What follows belongs to an exercise in optimizing a design on an open flow for small area, a short achievable clock period and few clock cycles per item; a production flow would make more cautious choices. Function was checked by simulation only, so behaviour that the tests miss may differ from the original. No activity file was given, so power comes from the tool's default toggle rates.

$ cat design/flow/standard.sh
#!/bin/bash
# synth_recipe.tcl (not shown) runs the flow's synth.tcl, then flattens the netlist and writes it again
# the make line also repeats each setting of config.mk as NAME=value (left out here)
make -C /OpenROAD-flow-scripts/flow DESIGN_CONFIG=/design/flow/config.mk WORK_HOME=/design/flow/orfs CLKGATE_MAP_FILE= SYNTH_SCRIPT=/design/flow/synth_recipe.tcl "${@:-finish}"
$ cat design/flow/config.mk
export PLATFORM = sky130hd
export DESIGN_NAME = mains_rms_and_frequency_monitor
export DESIGN_NICKNAME = mains_rms_and_frequency_monitor
export VERILOG_FILES = /design/flow/design.v
export SDC_FILE = /design/flow/constraint.sdc
export NUM_CORES = 4
export LEC_CHECK = 0
export CAP_MARGIN = 20
export CORE_MARGIN = 2
export CORE_UTILIZATION = 40
export SLEW_MARGIN = 20
$ cat design/flow/constraint.sdc
create_clock -name core_clock -period 10.0 [get_ports {aclk}]
set_input_delay 2.0000 -clock core_clock [delete_from_list [all_inputs] [get_ports {aclk}]]
set_output_delay 2.0000 -clock core_clock [all_outputs]
set_load 0.01 [all_outputs]
$ cat design/flow/design.v
`timescale 1ns / 1ps
package mrfm_pkg;
    localparam int SAMPLE_W = 12;
    localparam int GAIN_W   = 16;
    localparam int THR_W    = 20;
    localparam int WLEN_W   = 10;
    localparam int RATE_W   = 17;
    localparam int MINP_W   = 16;
    localparam int CNT_W    = 16;
    localparam int FREQ_W   = 24;
    localparam int SUM_W    = 40;
    localparam int FRAC_W   = 16;
    localparam int MS_W     = SUM_W + FRAC_W;
    localparam int ROOT_W   = MS_W / 2;
    localparam int DIV_DW   = 16;
    localparam int MUL_AW   = ROOT_W;
    localparam int MUL_BW   = GAIN_W;
    localparam int PROD_W   = MUL_AW + MUL_BW;
    localparam int DIV_CNT_W  = $clog2(MS_W);
    localparam int SQRT_CNT_W = $clog2(ROOT_W);
    localparam int MUL_CNT_W  = $clog2(MUL_BW);
    localparam int APB_AW = 5;
    localparam int APB_DW = 32;
    localparam logic [2:0] REG_OFFSET   = 3'd0;
    localparam logic [2:0] REG_GAIN     = 3'd1;
    localparam logic [2:0] REG_LOW_THR  = 3'd2;
    localparam logic [2:0] REG_HIGH_THR = 3'd3;
    localparam logic [2:0] REG_WIN_LEN  = 3'd4;
    localparam logic [2:0] REG_RATE     = 3'd5;
    localparam logic [2:0] REG_MIN_PER  = 3'd6;
    localparam logic [SAMPLE_W-1:0] OFFSET_RST   = 12'd1497;
    localparam logic [GAIN_W-1:0]   GAIN_RST     = 16'd8579;
    localparam logic [THR_W-1:0]    LOW_THR_RST  = 20'd12800;
    localparam logic [THR_W-1:0]    HIGH_THR_RST = 20'd62720;
    localparam logic [WLEN_W-1:0]   WIN_LEN_RST  = 10'd333;
    localparam logic [RATE_W-1:0]   RATE_RST     = 17'd20000;
    localparam logic [MINP_W-1:0]   MIN_PER_RST  = 16'd250;
    typedef struct packed {
        logic [THR_W-1:0]  rms_volts_q8;
        logic              blackout;
        logic              surge;
        logic [FREQ_W-1:0] frequency_centihz;
    } result_t;
endpackage
`timescale 1ns / 1ps
module mrfm_square_rows (
    input  logic [11:0] x,
    output logic [23:0] r0,
    output logic [23:0] r1
);
    wire q1 = (x[0] & x[11]) ^ (x[1] & x[10]);
    wire q2 = (x[0] & x[11]) & (x[1] & x[10]);
    wire q3 = (x[0] & x[7]) ^ (x[1] & x[6]);
    wire q4 = (x[0] & x[7]) & (x[1] & x[6]);
    wire q5 = (x[0] & x[8]) ^ (x[1] & x[7]);
    wire q6 = (x[0] & x[8]) & (x[1] & x[7]);
    wire q7 = (x[0] & x[9]) ^ (x[1] & x[8]) ^ (x[2] & x[7]);
    wire q8 = ((x[0] & x[9]) & (x[1] & x[8])) | ((x[0] & x[9]) & (x[2] & x[7])) | ((x[1] & x[8]) & (x[2] & x[7]));
    wire q9 = (x[3] & x[6]) ^ (x[4] & x[5]);
    wire q10 = (x[3] & x[6]) & (x[4] & x[5]);
    wire q11 = (x[0] & x[10]) ^ (x[1] & x[9]) ^ (x[2] & x[8]);
    wire q12 = ((x[0] & x[10]) & (x[1] & x[9])) | ((x[0] & x[10]) & (x[2] & x[8])) | ((x[1] & x[9]) & (x[2] & x[8]));
    wire q13 = (x[3] & x[7]) ^ (x[4] & x[6]);
    wire q14 = (x[3] & x[7]) & (x[4] & x[6]);
    wire q15 = q1 ^ (x[2] & x[9]) ^ (x[3] & x[8]);
    wire q16 = (q1 & (x[2] & x[9])) | (q1 & (x[3] & x[8])) | ((x[2] & x[9]) & (x[3] & x[8]));
    wire q17 = (x[4] & x[7]) ^ (x[5] & x[6]) ^ x[6];
    wire q18 = ((x[4] & x[7]) & (x[5] & x[6])) | ((x[4] & x[7]) & x[6]) | ((x[5] & x[6]) & x[6]);
    wire q19 = (x[1] & x[11]) ^ (x[2] & x[10]) ^ (x[3] & x[9]);
    wire q20 = ((x[1] & x[11]) & (x[2] & x[10])) | ((x[1] & x[11]) & (x[3] & x[9])) | ((x[2] & x[10]) & (x[3] & x[9]));
    wire q21 = (x[4] & x[8]) ^ (x[5] & x[7]) ^ q2;
    wire q22 = ((x[4] & x[8]) & (x[5] & x[7])) | ((x[4] & x[8]) & q2) | ((x[5] & x[7]) & q2);
    wire q23 = (x[2] & x[11]) ^ (x[3] & x[10]) ^ (x[4] & x[9]);
    wire q24 = ((x[2] & x[11]) & (x[3] & x[10])) | ((x[2] & x[11]) & (x[4] & x[9])) | ((x[3] & x[10]) & (x[4] & x[9]));
    wire q25 = (x[5] & x[8]) ^ (x[6] & x[7]) ^ x[7];
    wire q26 = ((x[5] & x[8]) & (x[6] & x[7])) | ((x[5] & x[8]) & x[7]) | ((x[6] & x[7]) & x[7]);
    wire q27 = (x[3] & x[11]) ^ (x[4] & x[10]) ^ (x[5] & x[9]);
    wire q28 = ((x[3] & x[11]) & (x[4] & x[10])) | ((x[3] & x[11]) & (x[5] & x[9])) | ((x[4] & x[10]) & (x[5] & x[9]));
    wire q29 = (x[4] & x[11]) ^ (x[5] & x[10]) ^ (x[6] & x[9]);
    wire q30 = ((x[4] & x[11]) & (x[5] & x[10])) | ((x[4] & x[11]) & (x[6] & x[9])) | ((x[5] & x[10]) & (x[6] & x[9]));
    wire q31 = (x[0] & x[5]) ^ (x[1] & x[4]);
    wire q32 = (x[0] & x[5]) & (x[1] & x[4]);
    wire q33 = (x[0] & x[6]) ^ (x[1] & x[5]);
    wire q34 = (x[0] & x[6]) & (x[1] & x[5]);
    wire q35 = q3 ^ (x[2] & x[5]) ^ (x[3] & x[4]);
    wire q36 = (q3 & (x[2] & x[5])) | (q3 & (x[3] & x[4])) | ((x[2] & x[5]) & (x[3] & x[4]));
    wire q37 = q5 ^ (x[2] & x[6]) ^ (x[3] & x[5]);
    wire q38 = (q5 & (x[2] & x[6])) | (q5 & (x[3] & x[5])) | ((x[2] & x[6]) & (x[3] & x[5]));
    wire q39 = q7 ^ q9 ^ x[5];
    wire q40 = (q7 & q9) | (q7 & x[5]) | (q9 & x[5]);
    wire q41 = q11 ^ q13 ^ q8;
    wire q42 = (q11 & q13) | (q11 & q8) | (q13 & q8);
    wire q43 = q15 ^ q17 ^ q12;
    wire q44 = (q15 & q17) | (q15 & q12) | (q17 & q12);
    wire q45 = q19 ^ q21 ^ q16;
    wire q46 = (q19 & q21) | (q19 & q16) | (q21 & q16);
    wire q47 = q23 ^ q25 ^ q20;
    wire q48 = (q23 & q25) | (q23 & q20) | (q25 & q20);
    wire q49 = q27 ^ (x[6] & x[8]) ^ q24;
    wire q50 = (q27 & (x[6] & x[8])) | (q27 & q24) | ((x[6] & x[8]) & q24);
    wire q51 = q29 ^ (x[7] & x[8]) ^ x[8];
    wire q52 = (q29 & (x[7] & x[8])) | (q29 & x[8]) | ((x[7] & x[8]) & x[8]);
    wire q53 = (x[5] & x[11]) ^ (x[6] & x[10]) ^ (x[7] & x[9]);
    wire q54 = ((x[5] & x[11]) & (x[6] & x[10])) | ((x[5] & x[11]) & (x[7] & x[9])) | ((x[6] & x[10]) & (x[7] & x[9]));
    wire q55 = (x[6] & x[11]) ^ (x[7] & x[10]) ^ (x[8] & x[9]);
    wire q56 = ((x[6] & x[11]) & (x[7] & x[10])) | ((x[6] & x[11]) & (x[8] & x[9])) | ((x[7] & x[10]) & (x[8] & x[9]));
    wire q57 = (x[0] & x[3]) ^ (x[1] & x[2]);
    wire q58 = (x[0] & x[3]) & (x[1] & x[2]);
    wire q59 = (x[0] & x[4]) ^ (x[1] & x[3]);
    wire q60 = (x[0] & x[4]) & (x[1] & x[3]);
    wire q61 = q31 ^ (x[2] & x[3]) ^ x[3];
    wire q62 = (q31 & (x[2] & x[3])) | (q31 & x[3]) | ((x[2] & x[3]) & x[3]);
    wire q63 = q33 ^ (x[2] & x[4]) ^ q32;
    wire q64 = (q33 & (x[2] & x[4])) | (q33 & q32) | ((x[2] & x[4]) & q32);
    wire q65 = q35 ^ x[4] ^ q34;
    wire q66 = (q35 & x[4]) | (q35 & q34) | (x[4] & q34);
    wire q67 = q37 ^ q4 ^ q36;
    wire q68 = (q37 & q4) | (q37 & q36) | (q4 & q36);
    wire q69 = q39 ^ q6 ^ q38;
    wire q70 = (q39 & q6) | (q39 & q38) | (q6 & q38);
    wire q71 = q41 ^ q10 ^ q40;
    wire q72 = (q41 & q10) | (q41 & q40) | (q10 & q40);
    wire q73 = q43 ^ q14 ^ q42;
    wire q74 = (q43 & q14) | (q43 & q42) | (q14 & q42);
    wire q75 = q45 ^ q18 ^ q44;
    wire q76 = (q45 & q18) | (q45 & q44) | (q18 & q44);
    wire q77 = q47 ^ q22 ^ q46;
    wire q78 = (q47 & q22) | (q47 & q46) | (q22 & q46);
    wire q79 = q49 ^ q26 ^ q48;
    wire q80 = (q49 & q26) | (q49 & q48) | (q26 & q48);
    wire q81 = q51 ^ q28 ^ q50;
    wire q82 = (q51 & q28) | (q51 & q50) | (q28 & q50);
    wire q83 = q53 ^ q30 ^ q52;
    wire q84 = (q53 & q30) | (q53 & q52) | (q30 & q52);
    wire q85 = q55 ^ x[9] ^ q54;
    wire q86 = (q55 & x[9]) | (q55 & q54) | (x[9] & q54);
    wire q87 = (x[7] & x[11]) ^ (x[8] & x[10]) ^ q56;
    wire q88 = ((x[7] & x[11]) & (x[8] & x[10])) | ((x[7] & x[11]) & q56) | ((x[8] & x[10]) & q56);
    wire q89 = (x[8] & x[11]) ^ (x[9] & x[10]) ^ x[10];
    wire q90 = ((x[8] & x[11]) & (x[9] & x[10])) | ((x[8] & x[11]) & x[10]) | ((x[9] & x[10]) & x[10]);
    assign r0 = {1'b0, (x[10] & x[11]), (x[9] & x[11]), q89, q87, q85, q83, q81, q79, q77, q75, q73, q71, q69, q67, q65, q63, q61, q59, q57, (x[0] & x[2]), (x[0] & x[1]), 1'b0, x[0]};
    assign r1 = {1'b0, x[11], q90, q88, q86, q84, q82, q80, q78, q76, q74, q72, q70, q68, q66, q64, q62, q60, q58, x[2], 1'b0, x[1], 1'b0, 1'b0};
endmodule
`timescale 1ns / 1ps
import mrfm_pkg::*;
module mrfm_serial_div (
    input  logic              aclk,
    input  logic              aresetn,
    input  logic              start,
    input  logic [MS_W-1:0]   num_in,
    input  logic [DIV_DW-1:0] den_in,
    output logic              busy,
    output logic [MS_W-1:0]   quotient
);
    localparam logic [DIV_CNT_W-1:0] LAST = DIV_CNT_W'(MS_W - 1);
    logic                 busy_reg;
    logic [DIV_CNT_W-1:0] cnt_reg;
    logic [MS_W-1:0]      num_reg;
    logic [DIV_DW-1:0]    den_reg;
    logic [DIV_DW-1:0]    rem_reg;
    logic [DIV_DW:0]      rem_shift;
    logic [DIV_DW+1:0]    diff;
    logic                 ge;
    assign rem_shift = {rem_reg, num_reg[MS_W-1]};
    assign diff      = {1'b0, rem_shift} - {2'b00, den_reg};
    assign ge        = !diff[DIV_DW+1];
    always_ff @(posedge aclk) begin
        if (!aresetn) begin
            busy_reg <= 1'b0;
            cnt_reg  <= '0;
        end else if (start) begin
            busy_reg <= 1'b1;
            cnt_reg  <= '0;
        end else if (busy_reg) begin
            cnt_reg <= cnt_reg + 1'b1;
            if (cnt_reg == LAST) begin
                busy_reg <= 1'b0;
            end
        end
    end
    always_ff @(posedge aclk) begin
        if (start) begin
            num_reg <= num_in;
            den_reg <= den_in;
            rem_reg <= '0;
        end else if (busy_reg) begin
            num_reg <= {num_reg[MS_W-2:0], ge};
            rem_reg <= ge ? diff[DIV_DW-1:0] : rem_shift[DIV_DW-1:0];
        end
    end
    assign busy     = busy_reg;
    assign quotient = num_reg;
endmodule
`timescale 1ns / 1ps
import mrfm_pkg::*;
module mrfm_serial_sqrt (
    input  logic              aclk,
    input  logic              aresetn,
    input  logic              start,
    input  logic [MS_W-1:0]   rad_in,
    output logic              busy,
    output logic [ROOT_W-1:0] root
);
    localparam logic [SQRT_CNT_W-1:0] LAST = SQRT_CNT_W'(ROOT_W - 1);
    logic                  busy_reg;
    logic [SQRT_CNT_W-1:0] cnt_reg;
    logic [MS_W-1:0]       rad_reg;
    logic [ROOT_W+1:0]     rem_reg;
    logic [ROOT_W-1:0]     root_reg;
    logic [ROOT_W+1:0]     rem_shift;
    logic [ROOT_W+1:0]     trial;
    logic [ROOT_W+2:0]     diff;
    logic                  ge;
    assign rem_shift = {rem_reg[ROOT_W-1:0], rad_reg[MS_W-1:MS_W-2]};
    assign trial     = {root_reg, 2'b01};
    assign diff      = {1'b0, rem_shift} - {1'b0, trial};
    assign ge        = !diff[ROOT_W+2];
    always_ff @(posedge aclk) begin
        if (!aresetn) begin
            busy_reg <= 1'b0;
            cnt_reg  <= '0;
        end else if (start) begin
            busy_reg <= 1'b1;
            cnt_reg  <= '0;
        end else if (busy_reg) begin
            cnt_reg <= cnt_reg + 1'b1;
            if (cnt_reg == LAST) begin
                busy_reg <= 1'b0;
            end
        end
    end
    always_ff @(posedge aclk) begin
        if (start) begin
            rad_reg  <= rad_in;
            rem_reg  <= '0;
            root_reg <= '0;
        end else if (busy_reg) begin
            rad_reg  <= {rad_reg[MS_W-3:0], 2'b00};
            rem_reg  <= ge ? diff[ROOT_W+1:0] : rem_shift;
            root_reg <= {root_reg[ROOT_W-2:0], ge};
        end
    end
    assign busy = busy_reg;
    assign root = root_reg;
endmodule
`timescale 1ns / 1ps
import mrfm_pkg::*;
module mains_rms_and_frequency_monitor #(
    parameter int WINDOW_BITS = 10
) (
    input  logic                aclk,
    input  logic                aresetn,
    input  logic                s_valid,
    output logic                s_ready,
    input  logic [SAMPLE_W-1:0] s_sample_mv,
    input  logic                s_sample_valid,
    output logic                m_valid,
    input  logic                m_ready,
    output logic [THR_W-1:0]    m_rms_volts_q8,
    output logic                m_blackout,
    output logic                m_surge,
    output logic [FREQ_W-1:0]   m_frequency_centihz,
    input  logic                psel,
    input  logic                penable,
    input  logic                pwrite,
    input  logic [APB_AW-1:0]   paddr,
    input  logic [APB_DW-1:0]   pwdata,
    output logic [APB_DW-1:0]   prdata,
    output logic                pready
);
    logic [SAMPLE_W-1:0] offset_reg;
    logic [GAIN_W-1:0]   gain_reg;
    logic [THR_W-1:0]    low_thr_reg;
    logic [THR_W-1:0]    high_thr_reg;
    logic [WLEN_W-1:0]   win_len_reg;
    logic [RATE_W-1:0]   rate_reg;
    logic [MINP_W-1:0]   min_per_reg;
    logic                cfg_wr;
    assign cfg_wr = psel && penable && pwrite;
    assign pready = 1'b1;
    always_ff @(posedge aclk) begin
        if (!aresetn) begin
            offset_reg   <= OFFSET_RST;
            gain_reg     <= GAIN_RST;
            low_thr_reg  <= LOW_THR_RST;
            high_thr_reg <= HIGH_THR_RST;
            win_len_reg  <= WIN_LEN_RST;
            rate_reg     <= RATE_RST;
            min_per_reg  <= MIN_PER_RST;
        end else if (cfg_wr) begin
            case (paddr[4:2])
                REG_OFFSET:   offset_reg   <= pwdata[SAMPLE_W-1:0];
                REG_GAIN:     gain_reg     <= pwdata[GAIN_W-1:0];
                REG_LOW_THR:  low_thr_reg  <= pwdata[THR_W-1:0];
                REG_HIGH_THR: high_thr_reg <= pwdata[THR_W-1:0];
                REG_WIN_LEN:  win_len_reg  <= pwdata[WLEN_W-1:0];
                REG_RATE:     rate_reg     <= pwdata[RATE_W-1:0];
                REG_MIN_PER:  min_per_reg  <= pwdata[MINP_W-1:0];
                default: ;
            endcase
        end
    end
    logic [THR_W-1:0] rd_q;
    always_ff @(posedge aclk) begin
        case (paddr[4:2])
            REG_OFFSET:   rd_q <= THR_W'(offset_reg);
            REG_GAIN:     rd_q <= THR_W'(gain_reg);
            REG_LOW_THR:  rd_q <= low_thr_reg;
            REG_HIGH_THR: rd_q <= high_thr_reg;
            REG_WIN_LEN:  rd_q <= THR_W'(win_len_reg);
            REG_RATE:     rd_q <= THR_W'(rate_reg);
            REG_MIN_PER:  rd_q <= THR_W'(min_per_reg);
            default:      rd_q <= '0;
        endcase
    end
    assign prdata = APB_DW'(rd_q);
    logic [WLEN_W-1:0] n_eff;
    assign n_eff = (win_len_reg == '0) ? WLEN_W'(1) : win_len_reg;
    logic                a_vld;
    logic [SAMPLE_W-1:0] a_v;
    logic                a_pos;
    logic                a_stall;
    assign s_ready = !(a_vld && a_stall);
    always_ff @(posedge aclk) begin
        if (!aresetn) begin
            a_vld <= 1'b0;
        end else if (s_ready) begin
            a_vld <= s_valid && s_sample_valid;
        end
    end
    always_ff @(posedge aclk) begin
        if (s_ready) begin
            a_v   <= s_sample_mv;
            a_pos <= s_sample_mv > offset_reg;
        end
    end
    logic [WLEN_W-1:0] kk_reg;      
    logic              k_last;      
    logic              k_over;      
    logic [CNT_W-1:0]  c_reg;
    logic              c_gt;        
    logic              np_reg;
    logic              proc;
    logic              hit;
    logic              close;
    logic [CNT_W-1:0]  c_inc;
    logic [WLEN_W-1:0] kk_inc;
    logic [WLEN_W:0]   kk_diff;
    logic              minp_max;
    logic              f_busy;
    logic              e_busy;
    assign hit     = np_reg && a_pos && c_gt;
    assign close   = k_last;
    assign a_stall = (hit && f_busy) || (close && e_busy);
    assign proc    = a_vld && !a_stall;
    assign c_inc    = (c_reg == '1) ? c_reg : c_reg + 1'b1;
    assign kk_inc   = kk_reg + 1'b1;
    assign kk_diff  = {1'b0, kk_reg} - {1'b0, n_eff};
    assign minp_max = (min_per_reg == '1);
    always_ff @(posedge aclk) begin
        if (!aresetn) begin
            kk_reg  <= WLEN_W'(1);
            k_last  <= 1'b0;
            k_over  <= 1'b0;
            c_reg   <= '0;
            c_gt    <= 1'b0;
            np_reg  <= 1'b1;
        end else if (proc) begin
            np_reg <= !a_pos;
            if (close) begin
                kk_reg <= WLEN_W'(1);
                k_last <= (n_eff == WLEN_W'(1));
            end else begin
                kk_reg <= kk_inc;
                k_last <= (kk_inc == n_eff);
            end
            k_over <= 1'b0;
            if (hit) begin
                c_reg <= '0;
                c_gt  <= (min_per_reg == '0);
            end else begin
                c_reg <= c_inc;
                c_gt  <= c_gt || (!minp_max && (c_inc == min_per_reg));
            end
        end else begin
            k_last <= !kk_diff[WLEN_W];
            k_over <= !kk_diff[WLEN_W] && (kk_diff != '0);
            c_gt   <= !minp_max && (c_reg >= min_per_reg);
        end
    end
    localparam int SW = 34;    
    localparam int LW = 24;    
    logic [SAMPLE_W:0]   b_dev;
    logic [SAMPLE_W-1:0] b_mag;
    logic                b_close;
    logic                b_over;
    logic [23:0]         sq_r0;
    logic [23:0]         sq_r1;
    logic [23:0]         c_r0;
    logic [23:0]         c_r1;
    logic                c_close;
    logic                c_over;
    logic                e_ld;      
    logic                e_over;
    logic [SW-1:0]       acc_in;
    logic                rst_d;     
    logic [SW-1:0]       sum_reg;
    logic [LW-1:0]       cs_s;
    logic [LW-1:0]       cs_c;
    logic [LW:0]         lo_sum;
    logic [SW-1:0]       ssum;
    assign b_dev = {1'b0, a_v} - {1'b0, offset_reg};
    always_ff @(posedge aclk) begin
        if (!aresetn) begin
            b_close <= 1'b0;
            c_close <= 1'b0;
            e_ld    <= 1'b0;
            sum_reg <= '0;
            rst_d   <= 1'b1;
        end else begin
            b_close <= proc && close;
            c_close <= b_close;
            e_ld    <= c_close;
            sum_reg <= rst_d ? '0 : ssum;
            rst_d   <= 1'b0;
        end
    end
    always_ff @(posedge aclk) begin
        b_mag  <= (b_dev[SAMPLE_W] ? SAMPLE_W'(-b_dev) : b_dev[SAMPLE_W-1:0])
                & {SAMPLE_W{proc && aresetn}};
        b_over <= k_over;
        c_r0   <= sq_r0;
        c_r1   <= sq_r1;
        c_over <= b_over;
        e_over <= c_over;
    end
    mrfm_square_rows u_sq (
        .x  (b_mag),
        .r0 (sq_r0),
        .r1 (sq_r1)
    );
    assign acc_in = e_ld ? '0 : sum_reg;
    assign cs_s   = acc_in[LW-1:0] ^ c_r0 ^ c_r1;
    assign cs_c   = (acc_in[LW-1:0] & c_r0) | (acc_in[LW-1:0] & c_r1) | (c_r0 & c_r1);
    assign lo_sum = {1'b0, cs_s} + {cs_c, 1'b0};
    assign ssum   = {acc_in[SW-1:LW] + (SW-LW)'(lo_sum[LW]), lo_sum[LW-1:0]};
    logic [FREQ_W-1:0] f_sh;        
    logic [CNT_W-1:0]  f_rem;
    logic [CNT_W-1:0]  f_den;
    logic [4:0]        f_cnt;
    logic [CNT_W:0]    f_rs;
    logic [CNT_W+1:0]  f_diff;
    logic              f_ge;
    logic [FREQ_W-1:0] rate100;
    assign rate100 = (FREQ_W'(rate_reg) << 6) + (FREQ_W'(rate_reg) << 5)
                   + (FREQ_W'(rate_reg) << 2);
    assign f_rs    = {f_rem, f_sh[FREQ_W-1]};
    assign f_diff  = {1'b0, f_rs} - {2'b00, f_den};
    assign f_ge    = !f_diff[CNT_W+1];
    always_ff @(posedge aclk) begin
        if (!aresetn) begin
            f_busy <= 1'b0;
            f_sh   <= '0;
        end else if (proc && hit) begin
            f_busy <= 1'b1;
            f_sh   <= rate100;
        end else if (f_busy) begin
            f_sh <= {f_sh[FREQ_W-2:0], f_ge};
            if (f_cnt == 5'd23) f_busy <= 1'b0;
        end
    end
    always_ff @(posedge aclk) begin
        if (proc && hit) begin
            f_rem <= '0;
            f_den <= c_inc;
            f_cnt <= '0;
        end else if (f_busy) begin
            f_rem <= f_ge ? f_diff[CNT_W-1:0] : f_rs[CNT_W-1:0];
            f_cnt <= f_cnt + 1'b1;
        end
    end
    localparam int DSW = SW;         
    localparam int RW  = 25;         
    localparam int SRW = RW + 1;     
    logic              e_busy_q;    
    logic              e_wait;      
    logic              e_div;
    logic              e_mul;
    logic              e_out;
    logic [5:0]        e_cnt;
    logic              e_sq;
    logic [WLEN_W-1:0] d_rem;
    logic [DSW-1:0]    d_sh;
    logic [SRW-1:0]    s_rem;
    logic [RW-1:0]     root;
    logic              f_pend;
    logic              out_valid;
    logic [FREQ_W-1:0] out_freq;
    logic              out_bo;
    logic              out_su;
    logic              d_nb;
    logic [WLEN_W:0]   d_rs;
    logic [WLEN_W+1:0] d_diff;
    logic              d_ge;
    logic [SRW+1:0]    s_rs;
    logic [SRW+2:0]    s_diff;
    logic              s_ge;
    logic [GAIN_W:0]   m_sum;
    logic              sat;
    logic [THR_W-1:0]  rms;
    logic [THR_W-1:0]  thr;
    logic [THR_W:0]    thr_cmp;
    logic              mul_last;
    assign e_busy = e_busy_q;
    assign d_nb   = (e_cnt < 6'd34) ? d_sh[DSW-1] : 1'b0;
    assign d_rs   = {d_rem, d_nb};
    assign d_diff = {1'b0, d_rs} - {2'b00, n_eff};
    assign d_ge   = !d_diff[WLEN_W+1];
    assign s_rs   = {s_rem, d_sh[1:0]};
    assign s_diff = {1'b0, s_rs} - {2'b00, root, 2'b01};
    assign s_ge   = !s_diff[SRW+2];
    assign m_sum    = {1'b0, s_rem[GAIN_W-1:0]} + (root[0] ? {1'b0, gain_reg} : '0);
    assign mul_last = (e_cnt == 6'd24);
    assign sat = |s_rem[GAIN_W-1:11];
    assign rms = {s_rem[10:0], root[RW-1:16]};
    assign thr     = e_cnt[0] ? high_thr_reg : low_thr_reg;
    assign thr_cmp = {1'b0, rms} + {1'b0, ~thr} + THR_W'(!e_cnt[0]);
    always_ff @(posedge aclk) begin
        if (!aresetn) begin
            e_busy_q  <= 1'b0;
            e_wait    <= 1'b0;
            e_div     <= 1'b0;
            e_mul     <= 1'b0;
            e_out     <= 1'b0;
            out_valid <= 1'b0;
            f_pend    <= 1'b0;
        end else begin
            if (proc && close) begin
                f_pend <= f_busy || hit;
            end else if (f_pend && !f_busy) begin
                f_pend <= 1'b0;
            end
            if (proc && close) begin
                e_busy_q <= 1'b1;
                e_wait   <= 1'b1;
            end
            if (e_wait && e_ld) begin
                e_wait <= 1'b0;
                e_div  <= 1'b1;
            end
            if (e_div && e_cnt == 6'd50) begin
                e_div <= 1'b0;
                e_mul <= 1'b1;
            end
            if (e_mul && mul_last && !f_pend) begin
                e_mul <= 1'b0;
                e_out <= 1'b1;
            end
            if (e_out && e_cnt == 6'd27) begin
                out_valid <= 1'b1;
            end
            if (out_valid && m_ready) begin
                out_valid <= 1'b0;
                e_out     <= 1'b0;
                e_busy_q  <= 1'b0;
            end
        end
    end
    always_ff @(posedge aclk) begin
        if ((proc && close && !f_busy && !hit) || (f_pend && !f_busy)) begin
            out_freq <= f_sh;
        end
        if (e_out && e_cnt == 6'd26) begin
            out_bo <= !thr_cmp[THR_W];
        end
        if (e_out && e_cnt == 6'd27) begin
            out_su <= thr_cmp[THR_W];
        end
    end
    always_ff @(posedge aclk) begin
        if (e_wait && e_ld) begin
            if (e_over) begin
                d_rem <= '0;
                d_sh  <= sum_reg;
                e_cnt <= 6'd0;
            end else begin
                d_rem <= sum_reg[SW-1:SW-WLEN_W];
                d_sh  <= {sum_reg[SW-WLEN_W-1:0], WLEN_W'(0)};
                e_cnt <= 6'd10;
            end
            e_sq  <= 1'b0;
            s_rem <= '0;
            root  <= '0;
        end
        if (e_div) begin
            if (e_cnt != 6'd50) begin
                d_rem <= d_ge ? d_diff[WLEN_W-1:0] : d_rs[WLEN_W-1:0];
                d_sh  <= {d_sh[DSW-2:0], d_ge};
            end
            e_sq <= 1'b1;
            if (e_sq && !e_cnt[0]) begin
                s_rem <= s_ge ? s_diff[SRW-1:0] : s_rs[SRW-1:0];
                root  <= {root[RW-2:0], s_ge};
            end
            if (e_cnt == 6'd50) begin
                e_cnt <= '0;
                s_rem <= '0;
            end else begin
                e_cnt <= e_cnt + 1'b1;
            end
        end
        if (e_mul && (!mul_last || !f_pend)) begin
            s_rem[GAIN_W-1:0] <= m_sum[GAIN_W:1];
            root  <= {m_sum[0], root[RW-1:1]};
            e_cnt <= e_cnt + 1'b1;
        end
        if (e_out && !e_cnt[5] && e_cnt != 6'd28) begin
            e_cnt <= e_cnt + 1'b1;
        end
        if (e_out && e_cnt == 6'd25 && sat) begin
            s_rem[GAIN_W-1:11] <= '0;
            s_rem[10:0]        <= '1;
            root[RW-1:16]      <= '1;
        end
    end
    assign m_valid             = out_valid;
    assign m_rms_volts_q8      = rms;
    assign m_blackout          = out_bo;
    assign m_surge             = out_su;
    assign m_frequency_centihz = out_freq;
endmodule
$ cat design/flow/flow/run.sh
#!/bin/bash
# Standard layout; repair_timing aims for a tighter setup margin and the
# ports get buf_4 buffers. Tool output goes to standard.log.
set -euo pipefail
export SETUP_SLACK_MARGIN=6.5
export BUFFER_PORTS_ARGS="-buffer_cell sky130_fd_sc_hd__buf_4"
bash standard.sh > standard.log 2>&1
==> flow_summary.toml, run 1 <==
[cts]
root_buffer = "clkbuf_16"
h-tree-depth = 2
clkSlewWorstSetupHoldPaths_ps = 60
clock_latency_ps = 640
cts_num_sinks = 467
numCtsBuffers = 54
tritoncts = "yes"
clock_path_buffers = 3

[sta]
relSlewSlack_pct = 30.54
setup_viol = 0
post-route-min-period_ps = 3730
hold_viol_final = 0
tns_ps = 0
fmax_ghz = 0.2681
slew_viol_final = 0
rsz0062_at_grt = "yes"
worst_slack_ps = 6270
finalClockSkew_ps = 40.80
min_period_over_period_pct = 37.30
tightest_slew_ps = 1039

[grt]
grt-ovfl-total = 0
grt_pass1_wl_mm = 128.0
grt_pass1_vias = 22716
antenna_found_initial = 3
grt_util_all_layers_pct = 21.61
grt_max_degree = 84

[power_and_ir_drop]
pwr-share-clk_pct = 46.7
pwr-share-comb_pct = 8.7
p_int_mw = 3.313
power_density_nw_per_um2 = 135.0
switching_share_pct = 25.00
irDropWorstVdd_mv = 0.1088
p_switching_mw = 1.105
p_leak_nw = 13.76
p_seq_share_pct = 44.6
finalPower_mw = 4.417

[min_path]
hold_depth = 0
hold_class = "reg2reg"

[critical_path]
r2r.worst_path.cells = 19
critPathArrivalTime_ps = 1730
end_kind = "output pin"
crit_fanout = 2
worstPathRequired_ps = 8000
critPathLaunchType = "register"
crit_type = "reg2out"

[cells_and_area]
final_nets = 3772
final_cell_mix = "415 x nand2_1, 395 x dfxtp_1, 269 x a21oi_1, 262 x nor2_1, 242 x inv_1"
final_util_pct = 45.92
final_common_cell = "nand2_1"
area_delta_synth_final_pct = 13.94
drive_gt1_share_pct = 10.72

[detailed_routing]
routed_wirelength_mm = 80.96
dr.pass1.iters = 5
drc = 0
routedWlPerCell_um = 18.26
via_count = 23999
drt_iter0_drc = 1953
avgViaCountPerCell = 5.412
ant_nets = 0

[synthesis]
netlist_instances = 3408
syn-cell-area_um2 = 28710
async_reset_ff_share_pct = 0
ys_types = 84
synth_warnings = 1
synth.top_cell.area_share_pct = 28.31
synth-seq-cells = 467
synth_edf_count = 61
synthTopCellsByArea = "dfxtp_1 28%, ha_1 9.1%, edfxtp_1 6.4%"
seq_area_frac_synth_pct = 34.69
ys.flop_type = "dfxtp_1"
yosys.area.top_type = "dfxtp_1"
avgSynthCellArea_um2 = 8.425

[placed_design]
io_buffers = 110
hpwlAfterDp_mm = 58.38
dp_slack_ps = 5560
routabilityCongestion = 0.9256

[floorplan]
num_rows = 98
start_util_pct = 40.30
die_w_um = 271.9
die_area_um2 = 73940
core-area_um2 = 71240
die_y_um = 271.9
io_pins = 138

[status]
status = "finished clean"

[job]
max_cap_viol_count = 0
==> power groups by stage <==
stage	sequential (mW)	combinational, mW	clock (mW)
2_1_floorplan	1.99	0.276	0
6_report	1.97	0.385	2.06
3_5_place_dp	2.01	0.371	0
3_3_place_gp	2.01	0.368	0
5_1_grt	1.97	0.430	2.17
4_1_cts	1.97	0.376	2.10
==> per-stage QoR <==
stage	instance area (µm²)	instances	hold slack [ps]
6_report	32710	4434	326.4
4_1_cts	32270	4413	329.3
2_1_floorplan	28800	3419	309.6
3_3_place_gp	30080	4298	314.1
5_1_grt	32710	4434	331.1
3_5_place_dp	30080	4299	315.0
==> final cells by class <==
cell class | count | area (µm²)
Clock inverter | 17 | 190.2
Inverter | 247 | 942.2
Sequential cell | 467 | 9978
Timing Repair Buffer | 164 | 1301
Antenna cell | 3 | 7.507
Timing Repair inverter | 2 | 32.53
Clock buffer | 83 | 1663
Tap cell | 950 | 1189
Fill cell | 6934 | 38530
Multi-Input combinational cell | 2501 | 17410
==> path summary, 6_finish.rpt <==
path                             start           to  slack [ps]
worst min register to register  b_over       c_over         330
worst max register to register    e_ld  sum_reg[30]        6520
worst min-delay path            b_over       c_over         330
worst max-delay path             a_pos      s_ready        6270
==> worst max-delay path, cell delays in order, from the launching register on <==
cell,delay [ps]
edfxtp_1,410
and3_4,190
a22oi_2,140
nand2b_4,170
buf_12,120
buf_6,100
==> synth_stat cells (70+ instances only) <==
library cell / n
mux2i_1: 86
fa_1: 70
xnor2_1: 85
and2_1: 88
a21oi_1: 274
nand3_1: 101
xor2_1: 73
o21ai_0: 151
ha_1: 208
clkbuf_1: 144
nand2_1: 423
inv_1: 247
dfxtp_1: 406
nor2_1: 269
==> timing repair <==
item,4_1_cts,5_1_grt
cloned,2,1
setup buffers,12,17
pin swaps,15,30
endpoints found under the setup margin,68,47
gates resized for setup,57,59
hold buffers,0,0
==> layer usage <==
layer	vias up	share of wire, %	wire length (µm)	global-route usage (%)
met2	622	44	35520	33.43
met4	0	3.3	2668	7.649
li1	11897	-	-	-
met5	-	0	0	0
met1	11350	47	38100	30.40
met3	130	5.8	4671	3.562
==> cells by family after synthesis <==
family	synth area share, %
fa+ha+maj	13.95
mux	4.332
flops	34.69
buf+inv	6.424
xor+xnor	4.820
other cells	0.02616
simple gates	18.39
compound gates	17.37
Testbench counts, summed over its fixed seeds: cycles 20,420, items 19,252.
==> inputs of run 2 (changes only) <==
==> design/flow/flow/run.sh (replaced) <==
#!/bin/bash
# Standard layout; repair_timing aims for a tighter setup margin and the
# ports get buf_4 buffers. Tool output goes to standard.log.
set -euo pipefail
export SETUP_SLACK_MARGIN=5.5
export BUFFER_PORTS_ARGS="-buffer_cell sky130_fd_sc_hd__buf_4"
bash standard.sh > standard.log 2>&1
==> run 2 against run 1 <==
Compared with the run above: still clean on timing, DRC and antenna; clock skew fell by 6.3 ps; count of clock-buffer cells in the layout fell by 14; area after synthesis did not move; synthesized cell count did not move; flip-flop and latch count did not move; via count fell by 0.94%; critical path depth fell by 1; non-clock buffer count fell by 27; sequential share of layout area rose by 0.69 points; register-to-register slack got worse by 680 ps; clock power barely moved; highest routed layer unchanged.
==> flow_summary.toml, run 2 <==
[status]
status = "finished clean"

[grt]
grt_pass1_vias = 22113
grt_util_all_layers_pct = 21.00
grt_pass1_wl_mm = 124.4
grt-ovfl-total = 0
antenna_found_initial = 0
grt_max_degree = 94

[cells_and_area]
final_common_cell = "nand2_1"
antennaDiodeCount = 0
final-seq-area_um2 = 9962
final_cell_mix = "421 x nand2_1, 404 x dfxtp_1, 274 x a21oi_1, 267 x nor2_1, 245 x inv_1"
fin_cells = 4403
drive_gt1_share_pct = 8.109
multi_input_area_um2 = 16990
final_util_pct = 44.84
final_nets = 3744
design_area_um2 = 31940
area_delta_synth_final_pct = 11.25
fillerInstances = 7053

[critical_path]
cp_top_family = "flip-flops"
critPathLaunchType = "register"
path_cells = "a22oi_1 > nand2b_1 > buf_4 > buf_4"
end_kind = "output pin"
cp_slowest_cell = "dfxtp_1"
cp_common_cell = "buf_4"
r2r.worst_path.cells = 19
rr_startpoint = "e_ld"
worstPathRequired_ps = 8000
crit_type = "reg2out"
critPathArrivalTime_ps = 2270
path_depth = 4
cp_num_buf_inv = 2
reg2reg_setup_slack_ps = 5840
rr_endpoint = "sum_reg[32]"
crit_fanout = 21
max_stage_delay_ps = 770

[floorplan]
die_w_um = 271.9
io_pins = 138
die_area_um2 = 73940
die_y_um = 271.9
num_rows = 98
start_util_pct = 40.30
core-area_um2 = 71240

[cts]
clock_path_buffers = 3
hold_buffers = 0
cts_num_sinks = 467
numCtsBuffers = 53
clock_latency_ps = 620
tritoncts = "yes"
clkSlewWorstSetupHoldPaths_ps = 60
root_buffer = "clkbuf_16"
h-tree-depth = 2

[synthesis]
ys_types = 84
synthTopCellsByArea = "dfxtp_1 28%, ha_1 9.1%, edfxtp_1 6.4%"
synth_edf_count = 61
avgSynthCellArea_um2 = 8.425
synth_warnings = 1
synth.top_cell.area_share_pct = 28.31
ys_top_cells_by_count = "423 x nand2_1, 406 x dfxtp_1, 274 x a21oi_1"
syn-cell-area_um2 = 28710
synth-seq-cells = 467
synth_top_family_by_area = "simple AND/OR/NAND/NOR gates"
synth-adder-area-share_pct = 13.95
ys.flop_type = "dfxtp_1"
synth_xor_area_share_pct = 4.820
netlist_instances = 3408
synth_mux_area_share_pct = 4.332
seq_area_frac_synth_pct = 34.69
synthSimpleGateAreaFrac_pct = 18.39
async_reset_ff_share_pct = 0
synth-compound-area-share_pct = 17.37
yosysMostFrequentCell = "nand2_1"
yosys.area.top_type = "dfxtp_1"

[sta]
finalClockSkew_ps = 34.47
hold_viol_final = 0
rsz0062_at_grt = "no"
post-route-min-period_ps = 4270
min_period_over_period_pct = 42.70
slew_viol_final = 0
setup_viol = 0
relSlewSlack_pct = 31.43
tightest_slew_ps = 1028
tns_ps = 0
fmax_ghz = 0.2342

[placed_design]
dpl_cell_area_um2 = 30070
hpwlAfterDp_mm = 57.60
io_buffers = 110
dpl.cell_count = 4299
routabilityCongestion = 0.8907

[power_and_ir_drop]
p_leak_nw = 13.55
power_density_nw_per_um2 = 137.9
irDropWorstVdd_mv = 0.1227
finalPower_mw = 4.404

[min_path]
hold_end = "e_over"
hold_class = "reg2reg"
worstHoldStart = "c_over"
hold_depth = 0

[detailed_routing]
routed_wirelength_mm = 78.80
via_count = 23773
drc = 0
drt_iter0_drc = 1917
ant_nets = 0
dr.pass1.iters = 5
routedWlPerCell_um = 17.90
avgViaCountPerCell = 5.399

[job]
max_cap_viol_count = 0
-- run 2: cell count changes in the layout (fill, tap and decap cells not counted), sizes merged, moves of 3 or more --
cell      before  now
buf          163  137
clkbuf        84   69
clkinv        10   18
bufinv         3    7
clkinvlp       3    6
diode          3    0
-- run 2: worst reg2reg max path, stage by stage (launching register included) --
cell	delay, ps
dfxtp_1	320
buf_6	240
clkinvlp_4	240
nand2_1	120
fa_1	400
inv_1	70
ha_1	290
a21o_1	190
a21o_1	190
or3b_2	440
a21oi_1	160
a21oi_1	90
a31oi_1	250
o21ai_1	160
ha_1	260
ha_1	230
nand4_1	130
nor2_1	60
xnor2_1	140
nor2_1	50
-- run 2: logic make-up (layout without fill, tap and decap cells) --
group           after synthesis  after routing
simple gates               1144           1144
compound gates              795            795
flops                       467            467
buf+inv                     451            485
fa+ha+maj                   278            278
xor+xnor                    158            158
mux                         113            113
other cells                   2             13
-- run 2: through the flow --
step           hold WS (ps)  setup slack, ps
2_1_floorplan         309.6             6010
3_3_place_gp          311.6             5194
3_5_place_dp          314.9             5195
4_1_cts               329.0             5540
5_1_grt               336.8             5520
6_report              326.9             5730
-- run 2: layout make-up --
class / count / share of cell area, %
Clock buffer: 69 / 4.595
Clock inverter: 30 / 1.116
Inverter: 247 / 2.918
Multi-Input combinational cell: 2501 / 53.19
Sequential cell: 467 / 31.19
Tap cell: 950 / 3.721
Timing Repair Buffer: 137 / 3.232
Timing Repair inverter: 2 / 0.03917
-- run 2: timing repair --
action / CTS / global route
pin swaps: 0 / 0
endpoints found under the setup margin: 9 / 8
buffers inserted: 0 / 3
cloned: 1 / 1
resized for setup: 2 / 3
-- run 2: report_power, final --
part	internal [mW]	total [mW]	switching (mW)	leakage, nW
Sequential	1.93	1.97	0.0417	3.90
Clock	1.22	2.06	0.844	0.902
Combinational	0.157	0.373	0.216	8.75
-- run 2: how the worst max path moves through the flow --
stage / start / endpoint / slack [ps]
5_1_grt: e_ld / sum_reg[32] / 5520
4_1_cts: e_ld / sum_reg[32] / 5540
3_3_place_gp: e_ld / sum_reg[32] / 5190
2_1_floorplan: e_ld / sum_reg[32] / 6010
3_5_place_dp: e_ld / sum_reg[32] / 5190
6_report: k_last / s_ready / 5730
-- run 2: routing by layer --
layer / track usage [%] / share of wire [%] / wire (µm) / vias to the layer above
li1: - / - / - / 11812
met4: 6.738 / 3.1 / 2457 / 0
met3: 3.394 / 6.2 / 4847 / 118
met1: 29.83 / 47 / 37310 / 11234
met5: 0 / 0 / 0 / -
met2: 32.53 / 43 / 34190 / 609
==> inputs of run 3 (changes only) <==
--- a/design/flow/design.v
+++ b/design/flow/design.v
@@ -320,12 +320,18 @@
     logic [SAMPLE_W-1:0] a_v;
     logic                a_pos;
     logic                a_stall;
-    assign s_ready = !(a_vld && a_stall);
+    logic                s_ready_q;
+    logic                stall_next;
+    logic                a_vld_n;
+    assign a_vld_n = s_ready ? (s_valid && s_sample_valid) : (a_vld && !proc);
+    assign s_ready = s_ready_q;
     always_ff @(posedge aclk) begin
         if (!aresetn) begin
-            a_vld <= 1'b0;
-        end else if (s_ready) begin
-            a_vld <= s_valid && s_sample_valid;
+            a_vld     <= 1'b0;
+            s_ready_q <= 1'b1;
+        end else begin
+            a_vld     <= a_vld_n;
+            s_ready_q <= !(a_vld_n && stall_next);
         end
     end
     always_ff @(posedge aclk) begin
@@ -357,6 +363,38 @@
     assign kk_inc   = kk_reg + 1'b1;
     assign kk_diff  = {1'b0, kk_reg} - {1'b0, n_eff};
     assign minp_max = (min_per_reg == '1);
+    logic [WLEN_W-1:0] kk_n;
+    logic              k_last_n;
+    logic              k_over_n;
+    logic [CNT_W-1:0]  c_n;
+    logic              c_gt_n;
+    logic              np_n;
+    always_comb begin
+        kk_n     = kk_reg;
+        k_last_n = !kk_diff[WLEN_W];
+        k_over_n = !kk_diff[WLEN_W] && (kk_diff != '0);
+        c_n      = c_reg;
+        c_gt_n   = !minp_max && (c_reg >= min_per_reg);
+        np_n     = np_reg;
+        if (proc) begin
+            np_n = !a_pos;
+            if (close) begin
+                kk_n     = WLEN_W'(1);
+                k_last_n = (n_eff == WLEN_W'(1));
+            end else begin
+                kk_n     = kk_inc;
+                k_last_n = (kk_inc == n_eff);
+            end
+            k_over_n = 1'b0;
+            if (hit) begin
+                c_n    = '0;
+                c_gt_n = (min_per_reg == '0);
+            end else begin
+                c_n    = c_inc;
+                c_gt_n = c_gt || (!minp_max && (c_inc == min_per_reg));
+            end
+        end
+    end
     always_ff @(posedge aclk) begin
         if (!aresetn) begin
             kk_reg  <= WLEN_W'(1);
@@ -365,27 +403,13 @@
             c_reg   <= '0;
             c_gt    <= 1'b0;
             np_reg  <= 1'b1;
-        end else if (proc) begin
-            np_reg <= !a_pos;
-            if (close) begin
-                kk_reg <= WLEN_W'(1);
-                k_last <= (n_eff == WLEN_W'(1));
-            end else begin
-                kk_reg <= kk_inc;
-                k_last <= (kk_inc == n_eff);
-            end
-            k_over <= 1'b0;
-            if (hit) begin
-                c_reg <= '0;
-                c_gt  <= (min_per_reg == '0);
-            end else begin
-                c_reg <= c_inc;
-                c_gt  <= c_gt || (!minp_max && (c_inc == min_per_reg));
-            end
         end else begin
-            k_last <= !kk_diff[WLEN_W];
-            k_over <= !kk_diff[WLEN_W] && (kk_diff != '0);
-            c_gt   <= !minp_max && (c_reg >= min_per_reg);
+            kk_reg  <= kk_n;
+            k_last  <= k_last_n;
+            k_over  <= k_over_n;
+            c_reg   <= c_n;
+            c_gt    <= c_gt_n;
+            np_reg  <= np_n;
         end
     end
     localparam int SW = 34;    
@@ -409,6 +433,9 @@
     logic [LW-1:0]       cs_c;
     logic [LW:0]         lo_sum;
     logic [SW-1:0]       ssum;
+    logic                s_cy;      
+    logic [SW-LW-1:0]    s_hi;      
+    logic [SW-1:0]       sum_full;
     assign b_dev = {1'b0, a_v} - {1'b0, offset_reg};
     always_ff @(posedge aclk) begin
         if (!aresetn) begin
@@ -416,12 +443,14 @@
             c_close <= 1'b0;
             e_ld    <= 1'b0;
             sum_reg <= '0;
+            s_cy    <= 1'b0;
             rst_d   <= 1'b1;
         end else begin
             b_close <= proc && close;
             c_close <= b_close;
             e_ld    <= c_close;
             sum_reg <= rst_d ? '0 : ssum;
+            s_cy    <= rst_d ? 1'b0 : lo_sum[LW];
             rst_d   <= 1'b0;
         end
     end
@@ -439,11 +468,13 @@
         .r0 (sq_r0),
         .r1 (sq_r1)
     );
-    assign acc_in = e_ld ? '0 : sum_reg;
+    assign acc_in = e_ld ? '0 : sum_reg;    
     assign cs_s   = acc_in[LW-1:0] ^ c_r0 ^ c_r1;
     assign cs_c   = (acc_in[LW-1:0] & c_r0) | (acc_in[LW-1:0] & c_r1) | (c_r0 & c_r1);
     assign lo_sum = {1'b0, cs_s} + {cs_c, 1'b0};
-    assign ssum   = {acc_in[SW-1:LW] + (SW-LW)'(lo_sum[LW]), lo_sum[LW-1:0]};
+    assign s_hi     = sum_reg[SW-1:LW] + (SW-LW)'(s_cy);
+    assign sum_full = {s_hi, sum_reg[LW-1:0]};
+    assign ssum     = {e_ld ? (SW-LW)'(0) : s_hi, lo_sum[LW-1:0]};
     logic [FREQ_W-1:0] f_sh;        
     logic [CNT_W-1:0]  f_rem;
     logic [CNT_W-1:0]  f_den;
@@ -581,11 +612,11 @@
         if (e_wait && e_ld) begin
             if (e_over) begin
                 d_rem <= '0;
-                d_sh  <= sum_reg;
+                d_sh  <= sum_full;
                 e_cnt <= 6'd0;
             end else begin
-                d_rem <= sum_reg[SW-1:SW-WLEN_W];
-                d_sh  <= {sum_reg[SW-WLEN_W-1:0], WLEN_W'(0)};
+                d_rem <= sum_full[SW-1:SW-WLEN_W];
+                d_sh  <= {sum_full[SW-WLEN_W-1:0], WLEN_W'(0)};
                 e_cnt <= 6'd10;
             end
             e_sq  <= 1'b0;
@@ -623,6 +654,11 @@
             root[RW-1:16]      <= '1;
         end
     end
+    logic f_busy_n;
+    logic e_busy_n;
+    assign f_busy_n   = (proc && hit) || (f_busy && (f_cnt != 5'd23));
+    assign e_busy_n   = (proc && close) || (e_busy_q && !(out_valid && m_ready));
+    assign stall_next = (np_n && c_gt_n && f_busy_n) || (k_last_n && e_busy_n);
     assign m_valid             = out_valid;
     assign m_rms_volts_q8      = rms;
     assign m_blackout          = out_bo;
==> design/flow/flow/run.sh (replaced) <==
#!/bin/bash
# Standard layout; repair_timing aims for a tighter setup margin and the
# ports get buf_4 buffers. Tool output goes to standard.log.
set -euo pipefail
export SETUP_SLACK_MARGIN=7.0
export BUFFER_PORTS_ARGS="-buffer_cell sky130_fd_sc_hd__buf_4"
bash standard.sh > standard.log 2>&1
==> run 3 against run 2 <==
Compared with the run above: still clean on timing, DRC and antenna; largest cell class unchanged; maximum frequency increased by 25%; critical endpoint is now sum_reg[22]; critical path type is now reg2reg; critical path depth up 13; final cell count about the same; synthesized cell count decreased by 4.0%.
==> flow_summary.toml, run 3 <==
[sta]
timing.hold.ws_ps = 326.7
finalClockSkew_ps = 30.01
hold_viol_final = 0
tightest_slew_ps = 1073
slew_viol_final = 0
relSlewSlack_pct = 28.47
rsz0062_at_grt = "yes"
worst_slack_ps = 6575
tns_ps = 0
min_period_over_period_pct = 34.25
setup_viol = 0
fmax_ghz = 0.2920
post-route-min-period_ps = 3425

[synthesis]
ys_top_cells_by_count = "408 x dfxtp_1, 407 x nand2_1, 270 x a21oi_1"
synthTopCellsByArea = "dfxtp_1 29%, ha_1 9.3%, edfxtp_1 6.5%"
netlist_instances = 3270
synth-adder-area-share_pct = 14.24
synth_edf_count = 61
async_reset_ff_share_pct = 0
yosys.area.top_type = "dfxtp_1"
synth_xor_area_share_pct = 5.047
yosysMostFrequentCell = "dfxtp_1"
avgSynthCellArea_um2 = 8.597
synth_mux_area_share_pct = 4.281
seq_area_frac_synth_pct = 35.57
ys_types = 81
synth-seq-cells = 469
syn-cell-area_um2 = 28110
synth-compound-area-share_pct = 17.09
synth.top_cell.area_share_pct = 29.05
synth_top_family_by_area = "simple AND/OR/NAND/NOR gates"
synth_warnings = 1
ys.flop_type = "dfxtp_1"
synthSimpleGateAreaFrac_pct = 18.08

[placed_design]
io_buffers = 110
routabilityCongestion = 0.8604
hpwlAfterDp_mm = 56.11
dp_slack_ps = 5139
dpl.cell_count = 4155

[floorplan]
num_rows = 97
io_pins = 138
start_util_pct = 40.29
die_w_um = 269.1
die_area_um2 = 72420
core-area_um2 = 69790
die_y_um = 269.1

[cts]
tritoncts = "yes"
clkSlewWorstSetupHoldPaths_ps = 60
clock_latency_ps = 630
numCtsBuffers = 53
clock_path_buffers = 3
root_buffer = "clkbuf_16"
h-tree-depth = 2
cts_num_sinks = 469

[critical_path]
crit_type = "reg2reg"
worstPathRequired_ps = 10480
end_kind = "register"
crit_fanout = 5
critPathArrivalTime_ps = 3910
critPathLaunchType = "register"

[detailed_routing]
avgViaCountPerCell = 5.441
drc = 0
dr.pass1.iters = 5
via_count = 23977
ant_nets = 0
routed_wirelength_mm = 83.94
routedWlPerCell_um = 19.05
drt_iter0_drc = 1608

[cells_and_area]
final_cell_mix = "384 x nand2_1, 329 x dfxtp_1, 248 x a21oi_1, 229 x nor2_1, 185 x ha_1"
area_delta_synth_final_pct = 22.35
fillerInstances = 6531
final_common_cell = "nand2_1"
antennaDiodeCount = 0
drive_gt1_share_pct = 19.90
fin_cells = 4407
final_nets = 3759

[grt]
grt_pass1_wl_mm = 128.4
grt_util_all_layers_pct = 22.13
grt-ovfl-total = 0
grt_pass1_vias = 22595
grt_max_degree = 85
antenna_found_initial = 3

[status]
status = "finished clean"

[power_and_ir_drop]
p_leak_nw = 14.42
irDropWorstVdd_mv = 0.1249
finalPower_mw = 4.146
power_density_nw_per_um2 = 120.5

[min_path]
hold_class = "reg2reg"

[job]
max_cap_viol_count = 0
==> run 3: final cells by class <==
cell class / count / area (µm²) / area share [%]
Clock buffer: 78 / 1564 / 4.547
Clock inverter: 20 / 185.2 / 0.5384
Inverter: 193 / 748.2 / 2.175
Multi-Input combinational cell: 2434 / 18020 / 52.39
Sequential cell: 469 / 10180 / 29.60
Tap cell: 940 / 1176 / 3.419
Timing Repair Buffer: 273 / 2522 / 7.333
==> run 3: final timing paths <==
| path | startpoint | endpoint | slack [ps] | depth (start not counted) |
|---|---|---|---|---|
| worst max-delay path | e_ld | sum_reg[22] | 6580 | 17 |
| worst min-delay path | b_over | c_over | 330 | 0 |
| worst max register to register | e_ld | sum_reg[22] | 6580 | 17 |
| worst min register to register | b_over | c_over | 330 | 0 |
==> run 3: logic make-up (layout without fill, tap and decap cells) <==
logic type	count (synthesis)	in the layout
AND/OR/NAND/NOR	1099	1102
AO/OA/AOI/OAI	760	765
flip-flops	469	469
buffers and inverters	386	564
adder cells (fa/ha/maj)	278	278
XOR/XNOR	162	162
multiplexers	114	114
other	2	13
==> run 3: critical path: stages (launching register included) <==
cell and delay, ps:
dfxtp_4 360, inv_6 90, nand2_4 50, fa_1 510, inv_2 40, ha_4 250
a21o_1 120, a21oi_2 70, buf_4 140, buf_6 110, nor3b_4 150, a2111oi_4 350
nor2_1 80, a211o_1 340, o21ba_4 220, o31ai_4 210, xnor2_1 140, nor2_1 50
==> run 3: timing repair <==
item / CTS / global route
setup buffers: 96 / 48
pin swaps: 82 / 101
gates cloned: 8 / 2
hold buffers: 0 / 0
setup endpoints to repair: 324 / 231
gates resized for setup: 295 / 158
==> run 3: through the flow <==
step                      instance area, µm²  util, %
final                                  34400    49.29
after global routing                   34400    49.29
after CTS                              33330    47.76
after detailed placement               29730    42.60
after global placement                 29730    42.60
after floorplan                        28630        -
==> run 3: layer usage <==
metal / vias to the layer above / global-route usage [%] / wire (µm)
met5: - / 0 / 44
met4: 6 / 7.571 / 2776
met3: 138 / 3.197 / 4670
met2: 654 / 37.81 / 40490
met1: 11432 / 28.53 / 35960
li1: 11747 / - / -
==> run 3: power by group <==
group / leakage (nW) / total (mW) / switching (mW) / internal [mW]
Clock: 0.864 / 1.96 / 0.827 / 1.14
Sequential: 3.93 / 1.93 / 0.0197 / 1.91
Combinational: 9.63 / 0.248 / 0.143 / 0.105
Total: 14.4 / 4.15 / 0.990 / 3.16
Testbench counts of run 3, summed over its fixed seeds: cycles 20,420, items 19,252.
==> inputs of run 4 (changes only) <==
==> design/flow/flow/run.sh (replaced) <==
#!/bin/bash
# Standard layout; repair_timing aims for a tighter setup margin and the
# ports get buf_4 buffers. Tool output goes to standard.log.
set -euo pipefail
export SETUP_SLACK_MARGIN=7.5
export BUFFER_PORTS_ARGS="-buffer_cell sky130_fd_sc_hd__buf_4"
bash standard.sh > standard.log 2>&1
==> run 4 against run 3 <==
Compared with the run above: clock power increased by 8%; worst setup slack improved by 52 ps; sequential power about the same; combinational power increased by 28%; hold slack got worse by 0.79 ps.
==> flow_summary.toml, run 4 <==
[grt]
grt_pass1_wl_mm = 135.2
grt-ovfl-total = 0
grt_max_degree = 113
grt_util_all_layers_pct = 23.33
antenna_found_initial = 2
grt_pass1_vias = 23513

[sta]
post-route-min-period_ps = 3373
setup_viol = 0
worst_slack_ps = 6627
hold_viol_final = 0
rsz0062_at_grt = "yes"
timing.hold.ws_ps = 325.9
slew_viol_final = 0
finalClockSkew_ps = 27.11
fmax_ghz = 0.2965
tns_ps = 0
tightest_slew_ps = 1079
relSlewSlack_pct = 28.10
min_period_over_period_pct = 33.73

[critical_path]
critPathCapture = "sum_reg[22]"
crit_type = "reg2reg"
startpoint = "e_ld"
rr_startpoint = "e_ld"
crit_fanout = 5
r2r.worst_path.cells = 17
cp_top_family = "compound AO/OA/AOI/OAI gates"
cp_num_buf_inv = 4
end_kind = "register"
path_depth = 17
cp_common_cell = "nor2_1"
critPathArrivalTime_ps = 3860
reg2reg_setup_slack_ps = 6630
path_cells = "inv_8 > nand2_4 > fa_1 > inv_2 > ha_4 > a21o_1 > a21oi_2 > buf_4 > buf_6 > nor3b_4 > a2111oi_4 > nor2_1 > a211o_1 > o21ba_4 > o31ai_4 > xnor2_1 > nor2_1"
rr_endpoint = "sum_reg[22]"
cp_slowest_cell = "fa_1"
max_stage_delay_ps = 510
worstPathRequired_ps = 10490
critPathLaunchType = "register"

[synthesis]
seq_area_frac_synth_pct = 35.57
syn-cell-area_um2 = 28110
yosysMostFrequentCell = "dfxtp_1"
synth_warnings = 1
yosys.area.top_type = "dfxtp_1"
ys.flop_type = "dfxtp_1"
netlist_instances = 3270
synth-seq-cells = 469
avgSynthCellArea_um2 = 8.597
synth.top_cell.area_share_pct = 29.05
async_reset_ff_share_pct = 0
synthTopCellsByArea = "dfxtp_1 29%, ha_1 9.3%, edfxtp_1 6.5%"
ys_top_cells_by_count = "408 x dfxtp_1, 407 x nand2_1, 270 x a21oi_1"
ys_types = 81
synth_edf_count = 61

[floorplan]
num_rows = 97
start_util_pct = 40.29
io_pins = 138
die_y_um = 269.1
die_w_um = 269.1
die_area_um2 = 72420
core-area_um2 = 69790

[detailed_routing]
avgViaCountPerCell = 5.527
drc = 0
routed_wirelength_mm = 91.78
drt_iter0_drc = 2108
dr.pass1.iters = 8
via_count = 25110
routedWlPerCell_um = 20.20
ant_nets = 0

[status]
status = "finished clean"

[cts]
numCtsBuffers = 54
hold_buffers = 0
cts_num_sinks = 469
h-tree-depth = 2
clkSlewWorstSetupHoldPaths_ps = 60
tritoncts = "yes"
clock_latency_ps = 620
root_buffer = "clkbuf_16"
clock_path_buffers = 3

[cells_and_area]
final_util_pct = 54.14
fillerInstances = 6155
final_common_cell = "nand2_1"
design_area_um2 = 37780
final_cell_mix = "341 x nand2_1, 311 x dfxtp_1, 216 x nor2_1, 204 x buf_4, 187 x a21oi_1"
antennaDiodeCount = 0
fin_cells = 4543
area_delta_synth_final_pct = 34.39
drive_gt1_share_pct = 30.31
final_nets = 3895

[placed_design]
routabilityCongestion = 0.8376
hpwlAfterDp_mm = 56.34
dpl.cell_count = 4150
io_buffers = 110
dpl_cell_area_um2 = 30300
dp_slack_ps = 5813

[min_path]
hold_class = "reg2reg"
worstHoldStart = "b_over"

[job]
max_cap_viol_count = 0

[power_and_ir_drop]
power_density_nw_per_um2 = 115.5
irDropWorstVdd_mv = 0.1197
p_leak_nw = 15.78
finalPower_mw = 4.363
## run 4: cell families (layout without fill, tap and decap cells)
kind of cell	after synthesis	after routing	share of synthesized area, %
buffers and inverters	386	692	5.661
adders and majority gates	278	278	14.24
xor gates and xnor gates	162	162	5.047
muxes	114	114	4.281
other	2	13	0.02671
AOI/OAI and AO/OA	760	763	17.09
DFF	469	469	35.57
and+or+nand+nor	1099	1112	18.08
## run 4: worst min-delay path by stage
stage | to | slack [ps] | cells after the start
2_1_floorplan | b_over | 310 | 0
3_3_place_gp | b_over | 310 | 0
3_5_place_dp | c_over | 310 | 0
4_1_cts | c_over | 330 | 0
5_1_grt | c_over | 340 | 0
6_report | c_over | 330 | 0
## run 4: what timing repair did
action	in CTS	in global routing
endpoints found under the hold margin	0	0
pin swaps	153	176
gates resized for setup	431	302
setup buffers	193	73
gates cloned	16	12
setup endpoints to repair	434	347
## run 4: routing by layer
layer | global-route usage (%) | vias to the layer above | wire, µm | share of wire [%]
met5 | 0 | - | 29 | 0.032
met4 | 11.06 | 4 | 4943 | 5.4
met3 | 3.669 | 270 | 5566 | 6.1
met2 | 38.88 | 758 | 43380 | 47
met1 | 29.53 | 12053 | 37860 | 41
li1 | - | 12025 | - | -
## run 4: final cells by class
class	count	area (µm²)	share of cell area [%]
Timing Repair inverter	2	22.52	0.05961
Sequential cell	469	10250	27.13
Multi-Input combinational cell	2442	19530	51.70
Clock buffer	79	1590	4.209
Clock inverter	20	286.5	0.7584
Tap cell	940	1176	3.113
Inverter	193	774.5	2.050
Timing Repair Buffer	398	4148	10.98
## run 4: report_power, final
group / internal [mW] / leakage, nW / total, mW / switching, mW
combinational: 0.141 / 10.9 / 0.318 / 0.177
sequential: 1.91 / 3.94 / 1.93 / 0.0198
clock: 1.28 / 0.918 / 2.12 / 0.834
total: 3.33 / 15.8 / 4.36 / 1.03

==> afterwards: timing with drivers on the ports <==
Ports are ideal in the flow. The routed layouts listed here were re-timed in OpenROAD. Step 1 assumes that a clkbuf_16 drives the clock port and a buf_2 every other input. Step 2 adds t to the input delays and takes it off the output delays; t is the mean of the earliest and latest rising clock arrival at the registers after step 1. Input paths then give back, and output paths get back, about the clock's delay inside the block. Slacks: no drivers / after step 1 / after step 2; pairs: no drivers / after step 1.
| run | shift t [ns] | setup slack, ns | clock arrival spread, ns | worst slew at a driven data input, ns |
|---|---|---|---|---|
| run 1 | 0.677 | 6.270 / 6.207 / 5.905 | 0.041 / 0.041 | 0.11 |
| run 2 | 0.667 | 5.730 / 5.664 / 5.223 | 0.034 / 0.035 | 0.05 |
| run 3 | 0.673 | 6.575 / 6.575 / 6.406 | 0.031 / 0.031 | 0.11 |
| run 4 | 0.669 | 6.627 / 6.627 / 6.479 | 0.028 / 0.028 | 0.31 |
After both steps every run listed still meets setup and hold. For run 2, which loses most, drivers alone change the setup slack by -0.066 ns; drivers and shift together by -0.507 ns.
